What follows belongs to an exercise in optimizing a design on an open flow for a short achievable clock period and few clock cycles; a production flow would make more cautious choices.
Function was checked by simulation only, so behaviour that the tests miss may differ from the original.
Power and IR drop assume default switching activity.

### design.v
`timescale 1ns/1ps
module rd_port (
   input  logic [4:0]    sel,
   input  logic          imm,         
   input  logic [31:0]   iv,
   input  logic [7:0]    iv1,         
   input  logic          e_we0,
   input  logic          e_we1,
   input  logic [4:0]    e_dst0,
   input  logic [4:0]    e_dst1,
   input  logic          e_shl0,
   input  logic          e_shl1,
   input  logic [31:0]   e_shf0,
   input  logic [31:0]   e_shf1,
   input  logic [31:0]   e_lgc0,
   input  logic [31:0]   e_lgc1,
   input  logic          e_nz0,
   input  logic          e_nz1,
   input  logic [7:0]    e_lo0,       
   input  logic [7:0]    e_lo1,
   input  logic [7:0]    e_lo10,      
   input  logic [7:0]    e_lo11,
   input  logic          w_we0,
   input  logic          w_we1,
   input  logic [4:0]    w_dst0,
   input  logic [4:0]    w_dst1,
   input  logic [31:0]   w_res0,
   input  logic [31:0]   w_res1,
   input  logic          w_nz0,
   input  logic          w_nz1,
   input  logic [7:0]    w_lo10,      
   input  logic [7:0]    w_lo11,
   input  logic [1023:0] rf_bits,     
   input  logic [31:0]   nz,          
   input  logic [255:0]  rf_lo1,      
   output logic [31:0]   val,
   output logic          vnz,
   output logic [7:0]    tg,
   output logic [7:0]    tg1
);
   logic        m1, m0, n1, n0, s1, s0, wnz;
   logic [31:0] rv, wv, early;
   logic [7:0]  rl1;
   assign rv  = rf_bits[32*sel +: 32];
   assign rl1 = rf_lo1[8*sel +: 8];
   assign m1 = e_we1 && (e_dst1 == sel);
   assign m0 = e_we0 && (e_dst0 == sel);
   assign n1 = w_we1 && (w_dst1 == sel);
   assign n0 = w_we0 && (w_dst0 == sel);
   assign s1 = !imm && m1;
   assign s0 = !imm && !m1 && m0;
   assign wv    = n1 ? w_res1 : n0 ? w_res0 : rv;
   assign wnz   = n1 ? w_nz1  : n0 ? w_nz0  : nz[sel];
   assign early = imm ? iv : (m1 | m0) ? 32'd0 : wv;
   assign val = ({32{s1 & e_shl1}} & e_shf1) |
                ({32{s1}} & e_lgc1) |
                ({32{s0 & e_shl0}} & e_shf0) |
                ({32{s0}} & e_lgc0) |
                early;
   assign vnz = imm ? (iv != 32'd0) : m1 ? e_nz1 : m0 ? e_nz0 : wnz;
   assign tg  = imm ? iv[7:0] : m1 ? e_lo1 : m0 ? e_lo0 : wv[7:0];
   assign tg1 = imm ? iv1 : m1 ? e_lo11 : m0 ? e_lo10 : n1 ? w_lo11 : n0 ? w_lo10 : rl1;
endmodule
`timescale 1ns/1ps
module issue_ctl (
   input  logic [31:0] w0,         
   input  logic [31:0] w1,         
   input  logic        e_we0,      
   input  logic        e_we1,
   input  logic [4:0]  e_dst0,
   input  logic [4:0]  e_dst1,
   input  logic        e_li0,      
   input  logic        e_li1,
   input  logic        e_slow0,    
   input  logic        e_slow1,
   input  logic        e_busy,     
   output logic        pair,       
   output logic        s0_wait,    
   output logic        pc_hold,    
   output logic        pc_j0,      
   output logic        pc_j1,      
   output logic        pc_p2,      
   output logic        pc_p1       
);
   logic [4:0] op0, op1, ra0, rb0, rd0, ra1, rb1;
   logic       li0, ld0, st0, alu0, jmp0, ld1, st1, alu1, jmp1;
   logic       rda0, rdb0, rda1, rdb1;
   assign op0  = w0[31:27];
   assign ra0  = w0[26:22];
   assign rb0  = w0[21:17];
   assign rd0  = w0[16:12];
   assign op1  = w1[31:27];
   assign ra1  = w1[26:22];
   assign rb1  = w1[21:17];
   assign li0  = op0 == 5'd1;
   assign ld0  = op0 == 5'd2;
   assign st0  = op0 == 5'd3;
   assign alu0 = op0 == 5'd4;
   assign jmp0 = op0 == 5'd5;
   assign ld1  = op1 == 5'd2;
   assign st1  = op1 == 5'd3;
   assign alu1 = op1 == 5'd4;
   assign jmp1 = op1 == 5'd5;
   assign rda0 = ld0 | st0 | alu0;
   assign rdb0 = st0 | alu0;
   assign rda1 = ld1 | st1 | alu1 | jmp1;
   assign rdb1 = st1 | alu1 | jmp1;
   logic hz_rb0, hz_rb1, sl_ra0, sl_rb0, sl_ra1, sl_rb1;
   assign hz_rb0 = (e_we1 && !e_li1 && (e_dst1 == rb0)) || (e_we0 && !e_li0 && (e_dst0 == rb0));
   assign hz_rb1 = (e_we1 && !e_li1 && (e_dst1 == rb1)) || (e_we0 && !e_li0 && (e_dst0 == rb1));
   assign sl_ra0 = (e_slow1 && (e_dst1 == ra0)) || (e_slow0 && (e_dst0 == ra0));
   assign sl_rb0 = (e_slow1 && (e_dst1 == rb0)) || (e_slow0 && (e_dst0 == rb0));
   assign sl_ra1 = (e_slow1 && (e_dst1 == ra1)) || (e_slow0 && (e_dst0 == ra1));
   assign sl_rb1 = (e_slow1 && (e_dst1 == rb1)) || (e_slow0 && (e_dst0 == rb1));
   logic j0_wait, j1_hz, s1_wait, dep;
   assign j0_wait  = jmp0 && hz_rb0;
   assign j1_hz    = hz_rb1;
   assign s0_wait = (rda0 && sl_ra0) || (rdb0 && sl_rb0);
   assign s1_wait = !jmp1 && ((rda1 && sl_ra1) || (rdb1 && sl_rb1));
   assign dep = (ld0 || alu0) && ((rda1 && (ra1 == rd0)) || (rdb1 && (rb1 == rd0)));
   assign pair = !e_busy && !jmp0 && !dep &&
                 !s0_wait && !s1_wait &&
                 !(ld0 && ld1) && !(st0 && st1) && !(st0 && ld1) &&
                 !(jmp1 && j1_hz);
   assign pc_hold = j0_wait || s0_wait;
   assign pc_j0   = jmp0 && !j0_wait;
   assign pc_j1   = pair && jmp1;
   assign pc_p2   = pair && !jmp1;
   assign pc_p1   = !pair && !jmp0 && !s0_wait;
endmodule
`timescale 1ns/1ps
module ks_add32 (
   input  logic [31:0] x,
   input  logic [31:0] y,
   output logic [31:0] s
);
   logic [31:0] p0;
   logic [31:0] g [6];
   logic [31:0] p [6];
   assign p0   = x ^ y;
   assign g[0] = x & y;
   assign p[0] = p0;
   for (genvar l = 0; l < 5; l++) begin : g_lvl
      for (genvar i = 0; i < 32; i++) begin : g_bit
         if (i >= (1 << l)) begin : g_op
            assign g[l+1][i] = g[l][i] | (p[l][i] & g[l][i - (1 << l)]);
            assign p[l+1][i] = p[l][i] & p[l][i - (1 << l)];
         end else begin : g_pass
            assign g[l+1][i] = g[l][i];
            assign p[l+1][i] = p[l][i];
         end
      end
   end
   assign s = p0 ^ {g[5][30:0], 1'b0};
endmodule
module ks_sub32 (
   input  logic [31:0] x,
   input  logic [31:0] y,
   output logic [31:0] s
);
   logic [31:0] yn, p0;
   logic [31:0] g [6];
   logic [31:0] p [6];
   assign yn   = ~y;
   assign p0   = x ^ yn;
   assign g[0] = {x[31:1] & yn[31:1], x[0] | yn[0]};
   assign p[0] = p0;
   for (genvar l = 0; l < 5; l++) begin : g_lvl
      for (genvar i = 0; i < 32; i++) begin : g_bit
         if (i >= (1 << l)) begin : g_op
            assign g[l+1][i] = g[l][i] | (p[l][i] & g[l][i - (1 << l)]);
            assign p[l+1][i] = p[l][i] & p[l][i - (1 << l)];
         end else begin : g_pass
            assign g[l+1][i] = g[l][i];
            assign p[l+1][i] = p[l][i];
         end
      end
   end
   assign s = p0 ^ {g[5][30:0], 1'b1};
endmodule
`timescale 1ns/1ps
module e_misc (
   input  logic [31:0] a,
   input  logic [31:0] b,
   input  logic [4:0]  sh,         
   input  logic        op_add,
   input  logic        op_sub,
   input  logic        op_and,
   input  logic        op_or,
   input  logic        op_xor,
   input  logic        op_shl,
   input  logic        op_li,
   input  logic        op_ld,
   input  logic [31:0] ld_data,
   output logic [31:0] shf,        
   output logic [31:0] lgc,        
   output logic        nz          
);
   logic [31:0] pa, pd, ka, kd, msk;
   logic        za, zd;
   assign shf = a << sh;
   assign lgc = ({32{op_and}} & (a & b)) |
                ({32{op_or}}  & (a | b)) |
                ({32{op_xor}} & (a ^ b)) |
                ({32{op_li}}  & b) |
                ({32{op_ld}}  & ld_data);
   assign pa  = a ^ b;
   assign ka  = {a[30:0] | b[30:0], 1'b0};
   assign za  = (pa == ka);
   assign pd  = a ^ ~b;
   assign kd  = {a[30:0] | ~b[30:0], 1'b1};
   assign zd  = (pd == kd);
   assign msk = 32'hffffffff >> sh;
   assign nz  = (op_add & !za) |
                (op_sub & !zd) |
                (op_shl & ((a & msk) != 32'd0)) |
                (lgc != 32'd0);
endmodule
`timescale 1ns/1ps
module cpu_pipelined_basic (
   input  logic        clk,
   input  logic        rst,
   output logic [7:0]  imem_addr,
   input  logic [31:0] imem_rdata,
   output logic [7:0]  dmem_addr,
   input  logic [31:0] dmem_rdata,
   output logic        store_valid,
   output logic [7:0]  store_addr,
   output logic [31:0] store_data
);
   logic [7:0]  pc;
   logic [31:0] rf [32];
   logic [31:0] nz;           
   logic        e_v0, e_v1;
   logic [4:0]  e_dst [2];
   logic        r_we  [2], e_we  [2];
   logic        r_li  [2], e_li  [2];
   logic        r_ld  [2], e_ld  [2];
   logic        r_st  [2], e_st  [2];
   logic        r_add [2], e_add [2];
   logic        r_sub [2], e_sub [2];
   logic        r_and [2], e_and [2];
   logic        r_or  [2], e_or  [2];
   logic        r_xor [2], e_xor [2];
   logic        r_shl [2], e_shl [2];
   logic [31:0] e_a   [2];
   logic [31:0] e_b   [2];
   logic [4:0]  e_sh  [2];    
   logic        w_we  [2];
   logic [4:0]  w_dst [2];
   logic [31:0] w_res [2];
   logic        w_nz  [2];
   for (genvar k = 0; k < 2; k++) begin : g_valid
      logic v;
      assign v = (k == 0) ? e_v0 : e_v1;
      assign e_we[k] = v && r_we[k];
      assign e_li[k] = v && r_li[k];
      assign e_ld[k] = v && r_ld[k];
      assign e_st[k] = v && r_st[k];
      assign e_add[k] = v && r_add[k];
      assign e_sub[k] = v && r_sub[k];
      assign e_and[k] = v && r_and[k];
      assign e_or[k] = v && r_or[k];
      assign e_xor[k] = v && r_xor[k];
      assign e_shl[k] = v && r_shl[k];
   end
   logic [31:0] e_sum [2];
   logic [31:0] e_dif [2];
   logic [31:0] e_lgc [2];    
   logic [31:0] e_shf [2];
   logic [31:0] e_res [2];
   logic        e_nz  [2];    
   logic        e_busy;       
   for (genvar k = 0; k < 2; k++) begin : g_exe
      ks_add32 u_add (.x(e_a[k]), .y(e_b[k]), .s(e_sum[k]));
      ks_sub32 u_sub (.x(e_a[k]), .y(e_b[k]), .s(e_dif[k]));
      e_misc u_misc (
         .a       (e_a[k]),
         .b       (e_b[k]),
         .sh      (e_sh[k]),
         .op_add  (e_add[k]),
         .op_sub  (e_sub[k]),
         .op_and  (e_and[k]),
         .op_or   (e_or[k]),
         .op_xor  (e_xor[k]),
         .op_shl  (e_shl[k]),
         .op_li   (e_li[k]),
         .op_ld   (e_ld[k]),
         .ld_data (dmem_rdata),
         .shf     (e_shf[k]),
         .lgc     (e_lgc[k]),
         .nz      (e_nz[k])
      );
      assign e_res[k] = ({32{e_add[k]}} & e_sum[k]) |
                        ({32{e_sub[k]}} & e_dif[k]) |
                        ({32{e_shl[k]}} & e_shf[k]) |
                        e_lgc[k];
   end
   logic        o_ld [2];
   logic        o_nl, o_sv;
   logic [7:0]  o_la [2];
   logic [7:0]  o_sa [2];
   logic [31:0] o_sd [2];
   logic [7:0] pc1;
   assign e_busy      = o_ld[0] | o_ld[1];
   assign imem_addr   = pc;
   assign dmem_addr   = o_nl ? pc1 : (o_la[0] | o_la[1]);
   assign store_valid = o_sv;
   assign store_addr  = o_sa[0] | o_sa[1];
   assign store_data  = o_sd[0] | o_sd[1];
   logic [31:0] f_w   [2];
   logic [4:0]  f_ra  [2];
   logic [4:0]  f_rb  [2];
   logic [4:0]  f_fn  [2];
   logic [4:0]  f_dst [2];
   logic        f_li  [2];
   logic        f_ld  [2];
   logic        f_st  [2];
   logic        f_alu [2];
   logic        f_jmp [2];
   logic        f_we  [2];
   logic [31:0] f_imm [2];
   assign f_w[0] = imem_rdata;
   assign f_w[1] = dmem_rdata;
   for (genvar k = 0; k < 2; k++) begin : g_dec
      logic [4:0] op;
      assign op        = f_w[k][31:27];
      assign f_ra[k]   = f_w[k][26:22];
      assign f_rb[k]   = f_w[k][21:17];
      assign f_fn[k]   = f_w[k][4:0];
      assign f_li[k]   = op == 5'd1;
      assign f_ld[k]   = op == 5'd2;
      assign f_st[k]   = op == 5'd3;
      assign f_alu[k]  = op == 5'd4;
      assign f_jmp[k]  = op == 5'd5;
      assign f_we[k]   = f_li[k] | f_ld[k] | f_alu[k];
      assign f_dst[k]  = f_li[k] ? f_w[k][26:22] : f_w[k][16:12];
      assign f_imm[k]  = {{10{f_w[k][21]}}, f_w[k][21:0]};
   end
   logic [4:0]  rd_sel [4];
   logic        rd_imm [4];     
   logic [31:0] rd_iv  [4];
   logic [31:0] rd_val [4];
   logic        rd_nz  [4];     
   logic [7:0]  rd_tg  [4];     
   logic [7:0]  rd_tg1 [4];     
   logic [1023:0] rf_bits;
   logic [255:0]  rf_lo1;       
   for (genvar i = 0; i < 32; i++) begin : g_lo1
      assign rf_bits[32*i +: 32] = rf[i];
      assign rf_lo1[8*i +: 8]    = rf[i][7:0] + 8'd1;
   end
   assign rd_sel[0] = f_ra[0];
   assign rd_sel[1] = f_rb[0];
   assign rd_sel[2] = f_ra[1];
   assign rd_sel[3] = f_rb[1];
   assign rd_imm[0] = 1'b0;
   assign rd_imm[1] = f_li[0];
   assign rd_imm[2] = f_li[0] && (f_dst[0] == f_ra[1]);
   assign rd_imm[3] = f_li[1] || (f_li[0] && (f_dst[0] == f_rb[1]));
   assign rd_iv[0]  = f_imm[0];
   assign rd_iv[1]  = f_imm[0];
   assign rd_iv[2]  = f_imm[0];
   assign rd_iv[3]  = f_li[1] ? f_imm[1] : f_imm[0];
   for (genvar p = 0; p < 4; p++) begin : g_rd
      rd_port u_rd (
         .sel     (rd_sel[p]),
         .imm     (rd_imm[p]),
         .iv      (rd_iv[p]),
         .iv1     (rd_iv[p][7:0] + 8'd1),
         .e_we0   (e_we[0]),
         .e_we1   (e_we[1]),
         .e_dst0  (e_dst[0]),
         .e_dst1  (e_dst[1]),
         .e_shl0  (e_shl[0]),
         .e_shl1  (e_shl[1]),
         .e_shf0  (e_shf[0]),
         .e_shf1  (e_shf[1]),
         .e_lgc0  (e_lgc[0]),
         .e_lgc1  (e_lgc[1]),
         .e_nz0   (e_nz[0]),
         .e_nz1   (e_nz[1]),
         .e_lo0   (e_b[0][7:0]),
         .e_lo1   (e_b[1][7:0]),
         .e_lo10  (e_b[0][7:0] + 8'd1),
         .e_lo11  (e_b[1][7:0] + 8'd1),
         .w_we0   (w_we[0]),
         .w_we1   (w_we[1]),
         .w_dst0  (w_dst[0]),
         .w_dst1  (w_dst[1]),
         .w_res0  (w_res[0]),
         .w_res1  (w_res[1]),
         .w_nz0   (w_nz[0]),
         .w_nz1   (w_nz[1]),
         .w_lo10  (w_res[0][7:0] + 8'd1),
         .w_lo11  (w_res[1][7:0] + 8'd1),
         .rf_bits (rf_bits),
         .nz      (nz),
         .rf_lo1  (rf_lo1),
         .val     (rd_val[p]),
         .vnz     (rd_nz[p]),
         .tg      (rd_tg[p]),
         .tg1     (rd_tg1[p])
      );
   end
   logic pair, s0_wait;
   logic pc_hold, pc_j0, pc_j1, pc_p2, pc_p1;
   logic [7:0] pc_next, pc1_next;
   issue_ctl u_ctl (
      .w0      (f_w[0]),
      .w1      (f_w[1]),
      .e_we0   (e_we[0]),
      .e_we1   (e_we[1]),
      .e_dst0  (e_dst[0]),
      .e_dst1  (e_dst[1]),
      .e_li0   (e_li[0]),
      .e_li1   (e_li[1]),
      .e_slow0 (e_add[0] | e_sub[0]),
      .e_slow1 (e_add[1] | e_sub[1]),
      .e_busy  (e_busy),
      .pair    (pair),
      .s0_wait (s0_wait),
      .pc_hold (pc_hold),
      .pc_j0   (pc_j0),
      .pc_j1   (pc_j1),
      .pc_p2   (pc_p2),
      .pc_p1   (pc_p1)
   );
   logic [7:0] c_j0, c_j1, c1_j0, c1_j1;
   assign c_j0  = rd_nz[0] ? rd_tg[1]  : pc + 8'd1;
   assign c_j1  = rd_nz[2] ? rd_tg[3]  : pc + 8'd2;
   assign c1_j0 = rd_nz[0] ? rd_tg1[1] : pc + 8'd2;
   assign c1_j1 = rd_nz[2] ? rd_tg1[3] : pc + 8'd3;
   assign pc_next = ({8{pc_hold}} & pc) |
                    ({8{pc_j0}}   & c_j0) |
                    ({8{pc_j1}}   & c_j1) |
                    ({8{pc_p2}}   & (pc + 8'd2)) |
                    ({8{pc_p1}}   & (pc + 8'd1));
   assign pc1_next = ({8{pc_hold}} & pc1) |
                     ({8{pc_j0}}   & c1_j0) |
                     ({8{pc_j1}}   & c1_j1) |
                     ({8{pc_p2}}   & (pc + 8'd3)) |
                     ({8{pc_p1}}   & (pc + 8'd2));
   always_ff @(posedge clk or negedge rst) begin
      if (!rst) begin
         pc     <= 8'd0;
         pc1    <= 8'd1;
         o_ld[0] <= 1'b0;
         o_ld[1] <= 1'b0;
         o_nl    <= 1'b1;
         o_sv    <= 1'b0;
         for (int k = 0; k < 2; k++) begin
            o_la[k] <= 8'd0;
            o_sa[k] <= 8'd0;
            o_sd[k] <= 32'd0;
         end
      end else begin
         pc     <= pc_next;
         pc1    <= pc1_next;
         o_ld[0] <= !s0_wait && f_ld[0];
         o_ld[1] <= pair && f_ld[1];
         o_nl    <= !((!s0_wait && f_ld[0]) || (pair && f_ld[1]));
         o_sv    <= (!s0_wait && f_st[0]) || (pair && f_st[1]);
         o_la[0] <= f_ld[0] ? rd_val[0][7:0] : 8'd0;
         o_sa[0] <= f_st[0] ? rd_val[1][7:0] : 8'd0;
         o_sd[0] <= f_st[0] ? rd_val[0] : 32'd0;
         o_la[1] <= (f_ld[1] && !f_ld[0]) ? rd_val[2][7:0] : 8'd0;
         o_sa[1] <= (f_st[1] && !f_st[0]) ? rd_val[3][7:0] : 8'd0;
         o_sd[1] <= (f_st[1] && !f_st[0]) ? rd_val[2] : 32'd0;
      end
   end
   always_ff @(posedge clk or negedge rst) begin
      if (!rst) begin
         e_v0 <= 1'b0;
         e_v1 <= 1'b0;
         for (int k = 0; k < 2; k++) begin
            r_we[k]  <= 1'b0;
            e_dst[k] <= 5'd0;
            r_li[k]  <= 1'b0;
            r_ld[k]  <= 1'b0;
            r_st[k]  <= 1'b0;
            r_add[k] <= 1'b0;
            r_sub[k] <= 1'b0;
            r_and[k] <= 1'b0;
            r_or[k]  <= 1'b0;
            r_xor[k] <= 1'b0;
            r_shl[k] <= 1'b0;
            e_a[k]   <= 32'd0;
            e_b[k]   <= 32'd0;
            e_sh[k]  <= 5'd0;
         end
      end else begin
         e_v0 <= !s0_wait;
         e_v1 <= pair;
         for (int k = 0; k < 2; k++) begin
            r_we[k]  <= f_we[k];
            e_dst[k] <= f_dst[k];
            r_li[k]  <= f_li[k];
            r_ld[k]  <= f_ld[k];
            r_st[k]  <= f_st[k];
            r_add[k] <= f_alu[k] && (f_fn[k] == 5'd0);
            r_sub[k] <= f_alu[k] && (f_fn[k] == 5'd1);
            r_and[k] <= f_alu[k] && (f_fn[k] == 5'd2);
            r_or[k]  <= f_alu[k] && (f_fn[k] == 5'd3);
            r_xor[k] <= f_alu[k] && (f_fn[k] == 5'd4);
            r_shl[k] <= f_alu[k] && (f_fn[k] == 5'd5);
            e_a[k]   <= rd_val[2*k];
            e_b[k]   <= rd_val[2*k+1];
            e_sh[k]  <= (f_alu[k] && (f_fn[k] == 5'd5)) ? rd_val[2*k+1][4:0] : 5'd0;
         end
      end
   end
   always_ff @(posedge clk or negedge rst) begin
      if (!rst) begin
         for (int k = 0; k < 2; k++) begin
            w_we[k]  <= 1'b0;
            w_dst[k] <= 5'd0;
            w_res[k] <= 32'd0;
            w_nz[k]  <= 1'b0;
         end
      end else begin
         for (int k = 0; k < 2; k++) begin
            w_we[k]  <= e_we[k];
            w_dst[k] <= e_dst[k];
            w_res[k] <= e_res[k];
            w_nz[k]  <= e_nz[k];
         end
      end
   end
   always_ff @(posedge clk or negedge rst) begin
      if (!rst) begin
         for (int i = 0; i < 32; i++) begin
            rf[i] <= 32'd0;
            nz[i] <= 1'b0;
         end
      end else begin
         for (int i = 0; i < 32; i++) begin
            if (w_we[1] && (w_dst[1] == 5'(i))) begin
               rf[i] <= w_res[1];
               nz[i] <= w_nz[1];
            end else if (w_we[0] && (w_dst[0] == 5'(i))) begin
               rf[i] <= w_res[0];
               nz[i] <= w_nz[0];
            end
         end
      end
   end
endmodule
### run.sh
#!/bin/bash
# synth_recipe.tcl (not shown) runs the flow's synth.tcl, then flattens the netlist and writes it again
# the make line also repeats each setting of config.mk as NAME=value (left out here)
make -C /OpenROAD-flow-scripts/flow DESIGN_CONFIG=/design/flow/config.mk WORK_HOME=/design/flow/orfs CLKGATE_MAP_FILE= SYNTH_SCRIPT=/design/flow/synth_recipe.tcl finish
### config.mk
export PLATFORM = sky130hd
export DESIGN_NAME = cpu_pipelined_basic
export DESIGN_NICKNAME = cpu_pipelined_basic
export VERILOG_FILES = /design/flow/design.v
export SDC_FILE = /design/flow/constraint.sdc
export NUM_CORES = 4
export LEC_CHECK = 0
export CAP_MARGIN = 20
export CORE_MARGIN = 2
export CORE_UTILIZATION = 30
export PLACE_DENSITY = 0.45
export SETUP_SLACK_MARGIN = 2.2
export SLEW_MARGIN = 20
export SYNTH_HIERARCHICAL = 1
export TNS_END_PERCENT = 100
### constraint.sdc
create_clock -name core_clock -period 5.5 [get_ports {clk}]
set_input_delay 1.1000 -clock core_clock [delete_from_list [all_inputs] [get_ports {clk}]]
set_output_delay 1.1000 -clock core_clock [all_outputs]
set_load 0.01 [all_outputs]
==> impl_results.md, run 1 <==
- Initial Util: 0.3010
- Worst path max stage delay: 0.96 ns
- Sw power: 15480 uW
- Path type of the worst setup path: reg -> reg
- Clock latency (worst-skew pair): 0.96 ns
- TritonCTS buffer count: 184
- Die area: 451900 sq um
- Startpoint types: register
- Fin area: 156500 sq um
- Fin. Hold Viols: 0
- Via density: 6.431
- Share of cells above drive strength 1: 0.2154
- Worst path cell trace: ha_1, and3_1, nand3_1, xnor2_1, mux4_2, mux2i_1, a22o_1, nor4_1, a211oi_1, o31ai_1, a222oi_1, nand2_1
- Non-Filler Instances: 20387
- Crit path arrival time: 5.13 ns
- Syn. warnings: 120
- Vias: 131105
- Antenna violations before repair: 68
- First-pass GRT wire length: 1104000 microns
- HP Class: in -> async
- Fmax: 0.2345 GHz
- Clock Power Share: 0.342
- H-tree depth: 4
- Max Cap Viol: 0
- RSZ-0062 raised after global routing: yes
- Layout Nets: 14706
- Finished Core Util: 0.3516
- Die Y: 672.3 microns
- Outcome: timing/DRC/antenna clean
- Avg Inst Size Synth: 9.395 sq um
- Worst Tran Pin Value: 1.277 ns
- Post-Place Cell Area: 144000 sq um
- CTS tree: done
- Relative slew slack: 0.1485
- Vias in the first global route: 123295
- Placer congestion estimate: 1.041
- Maximum clock path buffer count: 4
- Num Clock Sinks: 1418
- Max VDD drop: 0.0002493 V
- Minimum clock period: 4.264 ns
- Leak: 0.06977 uW
- # setup viols final: 0
- Largest net degree at the start of global routing: 133
- Internal: 23950 uW
- Final Cycle Share: 0.7754
- First-pass DRT Iterations: 10
- Avg WL per Cell: 40.48 microns
- Power density over the cells: 251.9 nW/um^2
- Setup Skew: 0.08383 ns
- Syn Inst Count: 14260
- Seq pwr share: 0.327
- Num ports: 123
- DRC: 0
- CP endpoint kind: register
- Switching share of power: 0.3925
- 1st-iter DRT viols: 19672
- CTS hold repair buffers: 0
- Routed Antenna Nets: 0
- Final Slew Violations: 0
- Worst-path clk slew: 0.06 ns
- Setup total negative slack: 0 ns
- Power share of the combinational group: 0.331
- Routed wire length: 825200 microns
- Worst endpoint required time: 6.36 ns
- Port Buffer Count: 122
- Fillers: 45655
- Synthesized cell area: 134000 sq um
- Grt ovf: 0
- All-Layer GR Usage: 0.3502
- Min Hold Slack: 0.1516 ns
- CP max-delay cell: nor4_1
- Root Buffer: clkbuf_16
- Critical Path Fanout Max: 9
- Placed cells: 19771
- Core Area: 445100 sq um
- # rows: 245
- Die W: 672.3 microns
- Syn-to-layout area delta: 16.82%
- Dpl hpwl: 586400 microns
[critical path: cells and delay by family (launching register included)]
| kind | cells | cell delay, ns |
|---|---|---|
| flip-flops | 1 | 0.63 |
| AO/OA/AOI/OAI | 4 | 1.14 |
| AND/OR/NAND/NOR | 4 | 1.35 |
| XOR/XNOR | 1 | 0.28 |
| adder cells (fa/ha/maj) | 1 | 0.26 |
| multiplexers | 2 | 0.52 |
[cell usage in the layout, fill, tap and decap left out, drive strengths merged, types with 108 or more instances in the layout]
master	n
o21ai	674
buf	1161
nor2	862
a21oi	1132
xnor2	367
nor4	108
clkbuf	265
nand2	1125
nor3	194
and2	157
a22oi	532
a221oi	141
ha	360
dfrtp	1416
a21o	151
mux4	694
nand3	313
mux2i	2346
inv	323
nand4	135
xor2	257
[path summary, 6_finish.rpt]
check,start,end,slack [ns],cells after the start
worst max-delay path,rf[6][0]$_DFFE_PN0P_,pc1[6]$_DFF_PN0_,1.24,12
worst min-delay path,rst,rf[19][15]$_DFFE_PN0P_,0.15,1
worst max register to register,rf[6][0]$_DFFE_PN0P_,pc1[6]$_DFF_PN0_,1.24,12
worst min register to register,pc1[6]$_DFF_PN0_,pc1[6]$_DFF_PN0_,0.54,2
max in group asynchronous,rst,e_a[1][13]$_DFF_PN0_,3.86,2
min in group core_clock,pc1[6]$_DFF_PN0_,pc1[6]$_DFF_PN0_,0.54,2
[flip-flops by register name, summed over array words and instances (netlist names), 16 cells and up]
signal / count
o_la: 16
rf: 1024
o_sa: 16
o_sd: 64
e_a: 64
e_b: 64
w_res: 64
nz: 32
[metal layers]
layer  wire length [microns]  share of wire  global-route usage  vias to the layer above
met5                     238        0.00029                   0                        -
met4                   67870          0.082              0.2285                       26
met3                   87280           0.11             0.09314                     2229
met2                  348700           0.42              0.5220                     8770
met1                  321100           0.39              0.4458                    66435
li1                        -              -                   -                    53645
[power groups by stage]
stage | Combinational (uW) | Sequential, uW | Clock, uW
finish | 13000 | 12900 | 13500
global route | 13400 | 12900 | 13900
CTS | 12300 | 12800 | 13600
detailed placement | 11700 | 13000 | 0
global placement | 11700 | 13000 | 0
floorplan | 6780 | 12300 | 0
[stage by stage]
step | total power (uW) | worst slack [ns]
floorplan | 19080 | 1.970
global placement | 24690 | -0.09608
detailed placement | 24630 | -0.05750
CTS | 38690 | 1.448
global route | 40250 | 1.184
finish | 39430 | 1.236
[area by class of cell]
class                           instances  area, sq um  share of cell area
Clock buffer                          254         5310             0.03393
Clock inverter                         82         1099            0.007019
Antenna cell                           33        82.58           0.0005277
Multi-Input combinational cell      11072        93720              0.5989
Timing Repair Buffer                 1277        11960             0.07642
Tap cell                             5928         7417             0.04739
Sequential cell                      1418        35670              0.2279
Inverter                              323         1244            0.007947
[repair_timing]
action | CTS | global route
gates cloned | 9 | 8
pin swaps | 111 | 93
resized for setup | 556 | 298
setup endpoints to repair | 449 | 249
setup buffers | 157 | 72
Testbench counts, summed over its fixed seeds: cycles 24,172.
==> inputs of run 2 (changes only) <==
--- a/design.v
+++ b/design.v
@@ -232,5 +232,4 @@
    logic [31:0] rf [32];
    logic [31:0] nz;           
-   logic        e_v0, e_v1;
    logic [4:0]  e_dst [2];
    logic        r_we  [2], e_we  [2];
@@ -251,17 +250,15 @@
    logic [31:0] w_res [2];
    logic        w_nz  [2];
-   for (genvar k = 0; k < 2; k++) begin : g_valid
-      logic v;
-      assign v = (k == 0) ? e_v0 : e_v1;
-      assign e_we[k] = v && r_we[k];
-      assign e_li[k] = v && r_li[k];
-      assign e_ld[k] = v && r_ld[k];
-      assign e_st[k] = v && r_st[k];
-      assign e_add[k] = v && r_add[k];
-      assign e_sub[k] = v && r_sub[k];
-      assign e_and[k] = v && r_and[k];
-      assign e_or[k] = v && r_or[k];
-      assign e_xor[k] = v && r_xor[k];
-      assign e_shl[k] = v && r_shl[k];
+   for (genvar k = 0; k < 2; k++) begin : g_ctl
+      assign e_we[k] = r_we[k];
+      assign e_li[k] = r_li[k];
+      assign e_ld[k] = r_ld[k];
+      assign e_st[k] = r_st[k];
+      assign e_add[k] = r_add[k];
+      assign e_sub[k] = r_sub[k];
+      assign e_and[k] = r_and[k];
+      assign e_or[k] = r_or[k];
+      assign e_xor[k] = r_xor[k];
+      assign e_shl[k] = r_shl[k];
    end
    logic [31:0] e_sum [2];
@@ -470,8 +467,9 @@
       end
    end
+   logic iss [2];
+   assign iss[0] = !s0_wait;
+   assign iss[1] = pair;
    always_ff @(posedge clk or negedge rst) begin
       if (!rst) begin
-         e_v0 <= 1'b0;
-         e_v1 <= 1'b0;
          for (int k = 0; k < 2; k++) begin
             r_we[k]  <= 1'b0;
@@ -491,18 +489,16 @@
          end
       end else begin
-         e_v0 <= !s0_wait;
-         e_v1 <= pair;
          for (int k = 0; k < 2; k++) begin
-            r_we[k]  <= f_we[k];
+            r_we[k]  <= iss[k] && f_we[k];
             e_dst[k] <= f_dst[k];
-            r_li[k]  <= f_li[k];
-            r_ld[k]  <= f_ld[k];
-            r_st[k]  <= f_st[k];
-            r_add[k] <= f_alu[k] && (f_fn[k] == 5'd0);
-            r_sub[k] <= f_alu[k] && (f_fn[k] == 5'd1);
-            r_and[k] <= f_alu[k] && (f_fn[k] == 5'd2);
-            r_or[k]  <= f_alu[k] && (f_fn[k] == 5'd3);
-            r_xor[k] <= f_alu[k] && (f_fn[k] == 5'd4);
-            r_shl[k] <= f_alu[k] && (f_fn[k] == 5'd5);
+            r_li[k]  <= iss[k] && f_li[k];
+            r_ld[k]  <= iss[k] && f_ld[k];
+            r_st[k]  <= iss[k] && f_st[k];
+            r_add[k] <= iss[k] && f_alu[k] && (f_fn[k] == 5'd0);
+            r_sub[k] <= iss[k] && f_alu[k] && (f_fn[k] == 5'd1);
+            r_and[k] <= iss[k] && f_alu[k] && (f_fn[k] == 5'd2);
+            r_or[k]  <= iss[k] && f_alu[k] && (f_fn[k] == 5'd3);
+            r_xor[k] <= iss[k] && f_alu[k] && (f_fn[k] == 5'd4);
+            r_shl[k] <= iss[k] && f_alu[k] && (f_fn[k] == 5'd5);
             e_a[k]   <= rd_val[2*k];
             e_b[k]   <= rd_val[2*k+1];
--- a/config.mk
+++ b/config.mk
@@ -7,8 +7,10 @@
 export LEC_CHECK = 0
 export CAP_MARGIN = 20
+export CELL_PAD_IN_SITES_DETAIL_PLACEMENT = 1
+export CELL_PAD_IN_SITES_GLOBAL_PLACEMENT = 1
 export CORE_MARGIN = 2
-export CORE_UTILIZATION = 30
-export PLACE_DENSITY = 0.45
-export SETUP_SLACK_MARGIN = 2.2
+export CORE_UTILIZATION = 28
+export PLACE_DENSITY = 0.38
+export SETUP_SLACK_MARGIN = 1.9
 export SLEW_MARGIN = 20
 export SYNTH_HIERARCHICAL = 1
==> run 2 against run 1 <==
Against the previous run: sequential share of layout area down 0.10 points; worst setup slack worse by 0.016 ns; register-to-register slack worse by 0.02 ns; sequential power about the same; largest cell class unchanged; flip-flop and latch count down 4; global-route usage up 3.6 points; clock skew down 0.0070 ns; count of clock-buffer cells in the layout up 41; clock power up 6%; still clean; cell count up 2.6%; largest power group unchanged.
==> impl_results.md, run 2 <==
- Largest net degree at the start of global routing: 142 (was 133)
- Antenna violations before repair: 117 (was 68)
- RR Startpoint: e_a[0][23]$_DFF_PN0_ (was rf[6][0]$_DFFE_PN0P_)
- Vias in the first global route: 131499 (was 123295)
- Crit path arrival time: 5.12 ns (was 5.13 ns)
- Power share of the combinational group: 0.331 (about the same)
- Fmax: 0.2336 GHz (was 0.2345 GHz)
- Startpoint types: register (unchanged)
- Fin. Hold Viols: 0 (unchanged)
- Clock Power Share: 0.351 (was 0.342)
- Die area: 484300 sq um (was 451900 sq um)
- Port Buffer Count: 122 (unchanged)
- Root Buffer: clkbuf_16 (unchanged)
- Num Clock Sinks: 1414 (was 1418)
- First-pass GRT wire length: 1272000 microns (was 1104000 microns)
- Routed wire length: 963500 microns (was 825200 microns)
- Setup Skew: 0.07679 ns (was 0.08383 ns)
- Most flop-heavy register: rf (unchanged)
- Seq pwr share: 0.318 (was 0.327)
- Internal: 24380 uW (was 23950 uW)
- Syn Inst Count: 14215 (was 14260)
- Most common cell after layout, fill and taps aside: mux2i_1 (unchanged)
- Final Slew Violations: 0 (unchanged)
- Max reg flops: 1024 (unchanged)
- # rows: 254 (was 245)
- DRC: 0 (unchanged)
- R2R Path End: pc[4]$_DFF_PN0_ (was pc1[6]$_DFF_PN0_)
- HP Class: in -> async (unchanged)
- Avg WL per Cell: 46.08 microns (was 40.48 microns)
- Sw power: 16490 uW (was 15480 uW)
- Power, Total: 40870 uW (was 39430 uW)
- Worst-case reg-to-reg path depth: 16 (was 12)
- Placed cells: 20391 (was 19771)
- Worst-path clk slew: 0.06 ns (about the same)
- All-Layer GR Usage: 0.3857 (was 0.3502)
- CTS tree: done (unchanged)
- Path type of the worst setup path: reg -> reg (unchanged)
- Final Cycle Share: 0.7783 (was 0.7754)
- # setup viols final: 0 (unchanged)
- Grt ovf: 0 (unchanged)
- Num ports: 123 (unchanged)
- Initial Util: 0.2807 (was 0.3010)
- Layout Nets: 14739 (was 14706)
- 1st-iter DRT viols: 15282 (was 19672)
- H-tree depth: 4 (unchanged)
- Relative slew slack: 0.1805 (was 0.1485)
- Syn. warnings: 122 (was 120)
- Critical Path Fanout Max: 5 (was 9)
- TritonCTS buffer count: 205 (was 184)
- Fin area: 156800 sq um (was 156500 sq um)
- Non-Filler Instances: 20911 (was 20387)
- Setup total negative slack: 0 ns (unchanged)
- Share of cells above drive strength 1: 0.2100 (was 0.2154)
- Synthesized cell area: 134100 sq um (was 134000 sq um)
- Minimum clock period: 4.281 ns (was 4.264 ns)
- Max Cap Viol: 0 (unchanged)
- Via density: 6.320 (was 6.431)
- Post-Place Cell Area: 146400 sq um (was 144000 sq um)
- Die Y: 695.9 microns (was 672.3 microns)
- Switching share of power: 0.4035 (was 0.3925)
- R2r setup slk: 1.22 ns (was 1.24 ns)
- Max VDD drop: 0.0002333 V (was 0.0002493 V)
- Vias: 132165 (was 131105)
- CP endpoint kind: register (unchanged)
- RSZ-0062 raised after global routing: yes (unchanged)
- Maximum clock path buffer count: 4 (unchanged)
- Placer congestion estimate: 0.9918 (was 1.041)
- Die W: 695.9 microns (was 672.3 microns)
- Core Area: 477700 sq um (was 445100 sq um)
- Avg Inst Size Synth: 9.431 sq um (was 9.395 sq um)
- Leak: 0.06984 uW (was 0.06977 uW)
- Clock latency (worst-skew pair): 1.00 ns (was 0.96 ns)
- Most frequent cells in the layout: mux2i_1, dfrtp_1, a21oi_1 (unchanged)
- Power density over the cells: 260.7 nW/um^2 (was 251.9 nW/um^2)
- Syn-to-layout area delta: 16.95% (was 16.82%)
- Routed Antenna Nets: 0 (unchanged)
- Outcome: timing/DRC/antenna clean (unchanged)
- Worst endpoint required time: 6.34 ns (was 6.36 ns)
- Worst Tran Pin Value: 1.229 ns (was 1.277 ns)
- Dpl hpwl: 701900 microns (was 586400 microns)
- First-pass DRT Iterations: 7 (was 10)
## run 2: cell count changes in the layout (fill, tap and decap cells not counted), moves of 24 or more
cell             change
a221oi_1            +30
dlygate4sd2_1       -24
buf_6               -24
a221oi_2            -26
a21oi_1             +25
clkdlybuf4s50_1     +29
buf_4               +79
nand2_1             -45
o21ai_1             -26
## run 2: final cells by class
cell class,count,area [sq um]
clock buffers,295,5991
multi-input cells,11029,92660
repair buffers,1338,12320
inverters,321,1225
well taps,6400,8008
diodes,37,92.59
clock inverters,77,915.9
fillers,53653,320900
flip-flops and latches,1414,35570
## run 2: worst max path at each step
| stage | cells after the start | slack (ns) | from | endpoint |
|---|---|---|---|---|
| 2_1_floorplan | 13 | 1.90 | dmem_rdata[22] | pc1[2]$_DFF_PN0_ |
| 3_3_place_gp | 7 | -1.46 | imem_rdata[21] | e_b[0][20]$_DFF_PN0_ |
| 3_5_place_dp | 17 | -0.24 | dmem_rdata[15] | pc[4]$_DFF_PN0_ |
| 4_1_cts | 18 | 1.27 | r_li[1]$_DFF_PN0_ | pc[4]$_DFF_PN0_ |
| 5_1_grt | 14 | 1.16 | r_li[0]$_DFF_PN0_ | pc[4]$_DFF_PN0_ |
| 6_report | 16 | 1.22 | e_a[0][23]$_DFF_PN0_ | pc[4]$_DFF_PN0_ |
## run 2: power groups by stage
stage | clock (uW) | combinational, uW | sequential (uW)
global placement | 0 | 12500 | 13000
floorplan | 0 | 6850 | 12300
global route | 14900 | 14000 | 13100
CTS | 14600 | 13000 | 12900
finish | 14300 | 13500 | 13000
detailed placement | 0 | 12600 | 13100
## run 2: critical path: stages, from the launching register on
cell	delay, ns
dfrtp_2	0.48
inv_1	0.12
ha_1	0.38
xnor2_1	0.17
nor4_2	0.48
nand4_1	0.21
o21ai_0	0.22
nand4_1	0.20
nor3_2	0.18
nand3_2	0.18
buf_8	0.21
a221oi_4	0.33
o21ai_4	0.17
and2_4	0.21
a222oi_1	0.35
buf_4	0.18
nand2_2	0.04
## run 2: timing repair
| action | in CTS | in global routing |
|---|---|---|
| setup buffers | 72 | 29 |
| endpoints found under the setup margin | 307 | 159 |
| hold buffers | 0 | 0 |
| gates cloned | 5 | 3 |
| pin swaps | 74 | 64 |
| gates resized for setup | 325 | 187 |
## run 2: layer usage
layer / up-vias / wire length [microns] / track usage
met5: - / 190 / 0.002100
met4: 30 / 54910 / 0.1826
met3: 1548 / 77640 / 0.08772
met2: 6362 / 419000 / 0.5877
met1: 70616 / 411800 / 0.5147
li1: 53609 / - / -
## run 2: metrics by stage
step / hold slack [ns] / setup slack, ns / utilization
floorplan: 0.4894 / 1.901 / -
global placement: 0.5682 / -1.459 / 0.3061
detailed placement: 0.5923 / -0.2436 / 0.3065
CTS: 0.09823 / 1.273 / 0.3255
global route: 0.1290 / 1.160 / 0.3281
finish: 0.1555 / 1.219 / 0.3282
Testbench counts of run 2, summed over its fixed seeds: cycles 24,172.

-- static timing again, ports no longer ideal --
The results above use ideal ports. As a check the final layouts listed here were re-extracted and re-timed, cells and wires unchanged.
Step 1 (the two cells are an assumption about what drives the block):
set clk [get_ports {clk}]
set_driving_cell -lib_cell sky130_fd_sc_hd__clkbuf_16 $clk
set_driving_cell -lib_cell sky130_fd_sc_hd__buf_2 [delete_from_list [all_inputs] $clk]
Step 2 moves the port delays by t, midway between the first and last clock arrival at a register: inputs arrive t later, outputs are due t later. That takes back most of the time a late clock gives input paths.
Three values: no drivers, after step 1, after step 2; two values: the first two.
run | t (ns) | slack for setup (ns) | hold WS [ns] | worst setup path after step 2
run 1 | 1.044 | 1.236 / 1.236 / 0.566 | 0.152 / 0.136 / 0.544 | input to register
run 2 | 1.106 | 1.219 / 1.219 / 0.257 | 0.156 / 0.103 / 0.606 | input to register
After both steps every run listed still meets setup and hold. The setup slack of run 2, which loses most, moves by 0.000 ns with the drivers and by -0.962 ns with both steps.
